This is an optimization exercise on Yosys and OpenROAD, whose aim is small area and a short achievable clock period, not a production implementation.
The RTL was checked by simulation tests, not by an equivalence proof against the original design.
No activity file was given, so power comes from the tool's default toggle rates.

P:
## cpu_alu
module cpu_alu #(
    parameter int WIDTH = pkg_cpu_alu::ALU_WIDTH
) (
    input  logic             clk,
    input  logic             rst,
    input  logic             in_valid,
    input  logic [WIDTH-1:0] a,
    input  logic [WIDTH-1:0] b,
    input  logic [3:0]       oper,
    input  logic [3:0]       flags_in,
    output logic             out_valid,
    output logic [WIDTH-1:0] result,
    output logic [3:0]       flags_out
);
Settings: LEC_CHECK=0, CAP_MARGIN=20, CORE_MARGIN=2, CORE_UTILIZATION=60, SETUP_SLACK_MARGIN=2, SLEW_MARGIN=20, SYNTH_HIERARCHICAL=1; clock period 11.0 ns.
standard.sh (not shown) runs the stock make flow with config.mk's settings and CLKGATE_MAP_FILE= SYNTH_SCRIPT=/design/flow/synth_recipe.tcl, a recipe that flattens the netlist after the stock synthesis.
==> flow/flow/run.sh <==
#!/bin/bash
# Standard layout, except that the port buffers are plain buf_2 cells instead of the
# resizer's default choice.
set -e
export BUFFER_PORTS_ARGS="-buffer_cell sky130_fd_sc_hd__buf_2"
bash standard.sh > standard.log 2>&1
diff inputs: P => Q
- a change of SETUP_SLACK_MARGIN from 2 to 4
diff --git a/flow/flow/run.sh b/flow/flow/run.sh
--- a/flow/flow/run.sh
+++ b/flow/flow/run.sh
@@ -3 +3 @@
-# resizer's default choice.
+# resizer's default choice, and non-critical cells are downsized after global routing.
@@ -5,0 +6 @@
+export RECOVER_POWER=100
- Changes observed in Q relative to P: number of multi-input combinational cells in the layout was more or less identical; share of the clock period used by the worst path after layout went up by 1.4 points.
- Switching portion of total power ended up 1.7 points lower on Q than on P.
- Q finished all stages; however, its layout fails the closing checks, the failures being max-capacitance violations, max-slew violations.

========
Another version of the RTL of cpu_alu (not shown whole).
Size: ~2100 cells after synthesis, ~36 flip-flops, roughly 110 I/O pins.
Design cpu_alu, start of the top module:
module cpu_alu #(
    parameter int WIDTH = pkg_cpu_alu::ALU_WIDTH
) (
    input  logic             clk,
    input  logic             rst,
    input  logic             in_valid,
    input  logic [WIDTH-1:0] a,
    input  logic [WIDTH-1:0] b,
    input  logic [3:0]       oper,
    input  logic [3:0]       flags_in,
    output logic             out_valid,
    output logic [WIDTH-1:0] result,
    output logic [3:0]       flags_out
);
==> flow/config.mk <==
export PLATFORM = sky130hd
export DESIGN_NAME = cpu_alu
export DESIGN_NICKNAME = cpu_alu
export VERILOG_FILES = /design/flow/design.v
export SDC_FILE = /design/flow/constraint.sdc
export NUM_CORES = 4
export LEC_CHECK = 0
export CAP_MARGIN = 20
export CORE_MARGIN = 2
export CORE_UTILIZATION = 65
export SETUP_SLACK_MARGIN = 3.2
export SLEW_MARGIN = 20
export SYNTH_HIERARCHICAL = 1
==> flow/constraint.sdc <==
create_clock -name core_clock -period 11.0 [get_ports {clk}]
set_input_delay 2.2000 -clock core_clock [delete_from_list [all_inputs] [get_ports {clk}]]
set_output_delay 2.2000 -clock core_clock [all_outputs]
set_load 0.01 [all_outputs]
==> flow/flow/run.sh <==
#!/bin/bash
# Standard layout, except that the port buffers are plain buf_2 cells instead of the
# resizer's default choice.
set -e
export BUFFER_PORTS_ARGS="-buffer_cell sky130_fd_sc_hd__buf_2"
bash standard.sh > standard.log 2>&1
The first run completed without violations.
Change:
- CORE_UTILIZATION: 65 -> 60
- SETUP_SLACK_MARGIN: 3.2 -> 3.5
The new run ran to the end with no violations.
Fmax goes up by a few percent.
Wire length came out higher by a little under a tenth.
Critical path depth came out lower by 4.
Setup slack gets better by 250 ps.
Global-route usage decreases by 0.71 points.
Die area is higher by a little under a tenth.
Total power went up by a few percent.
Non-clock buffer count went up by 23.
Worst hold slack loses 9.2 ps.
Count of clock-buffer cells in the layout fell by 2.
Sequential cell count stays the same.
Change:
- CORE_UTILIZATION: 60 -> 65
- SETUP_SLACK_MARGIN: 3.5 -> 3.3
=> The changed run ran to the end with no violations. Total power stays flat. Die area goes down by 7.5%. Worst setup slack is worse by 150 ps. Synthesized cell count stays the same. Global-route usage goes up by 0.65 points. Final area goes down by 6.3%. Hold slack is better by 17 ps. Via count goes down by 2.9%. Clock-buffer cell count goes up by 2.
Change:
- PLACE_DENSITY: not set -> 0.72
The changed run ran to the end with no violations.
Clock power stays flat.
Final area climbs by 1.3%.
Total power drops by 1.2%.
Wire length climbs by 3.8%.

port drivers added, routing unchanged:
How much do the figures lean on ideal ports? The routed layouts below were timed once more, with nothing changed but the port constraints.
Step 1, drivers: a clkbuf_16 drives clk and a buf_2 each remaining input, both assumed.
Step 2 times the ports against the registers' clock, not the clock port: input delays grow and output delays shrink by t, the midpoint of the rising clock arrivals with the driver on.
a / b / c = ideal / step 1 / step 2; a / b = the first two.
run | t, ns | setup slack, ns | hold slack, ns
P | 0.339 | 2.310 / 2.330 / 1.991 | 2.054 / 2.031 / 2.370
Q | 0.328 | 2.161 / 2.081 / 1.753 | 2.061 / 2.049 / 2.377
the first run of note 2 | 0.323 | 3.282 / 3.282 / 2.959 | 2.059 / 2.041 / 2.364
the second run of note 2 | 0.339 | 3.527 / 3.410 / 3.071 | 2.050 / 2.023 / 2.362
the third run of note 2 | 0.325 | 3.382 / 3.385 / 3.060 | 2.067 / 2.042 / 2.367
the fourth run of note 2 | 0.344 | 3.345 / 3.361 / 3.018 | 2.042 / 2.017 / 2.361
The setup slack of the second run of note 2, which loses most, moves by -0.117 ns with the drivers and by -0.456 ns with both steps.
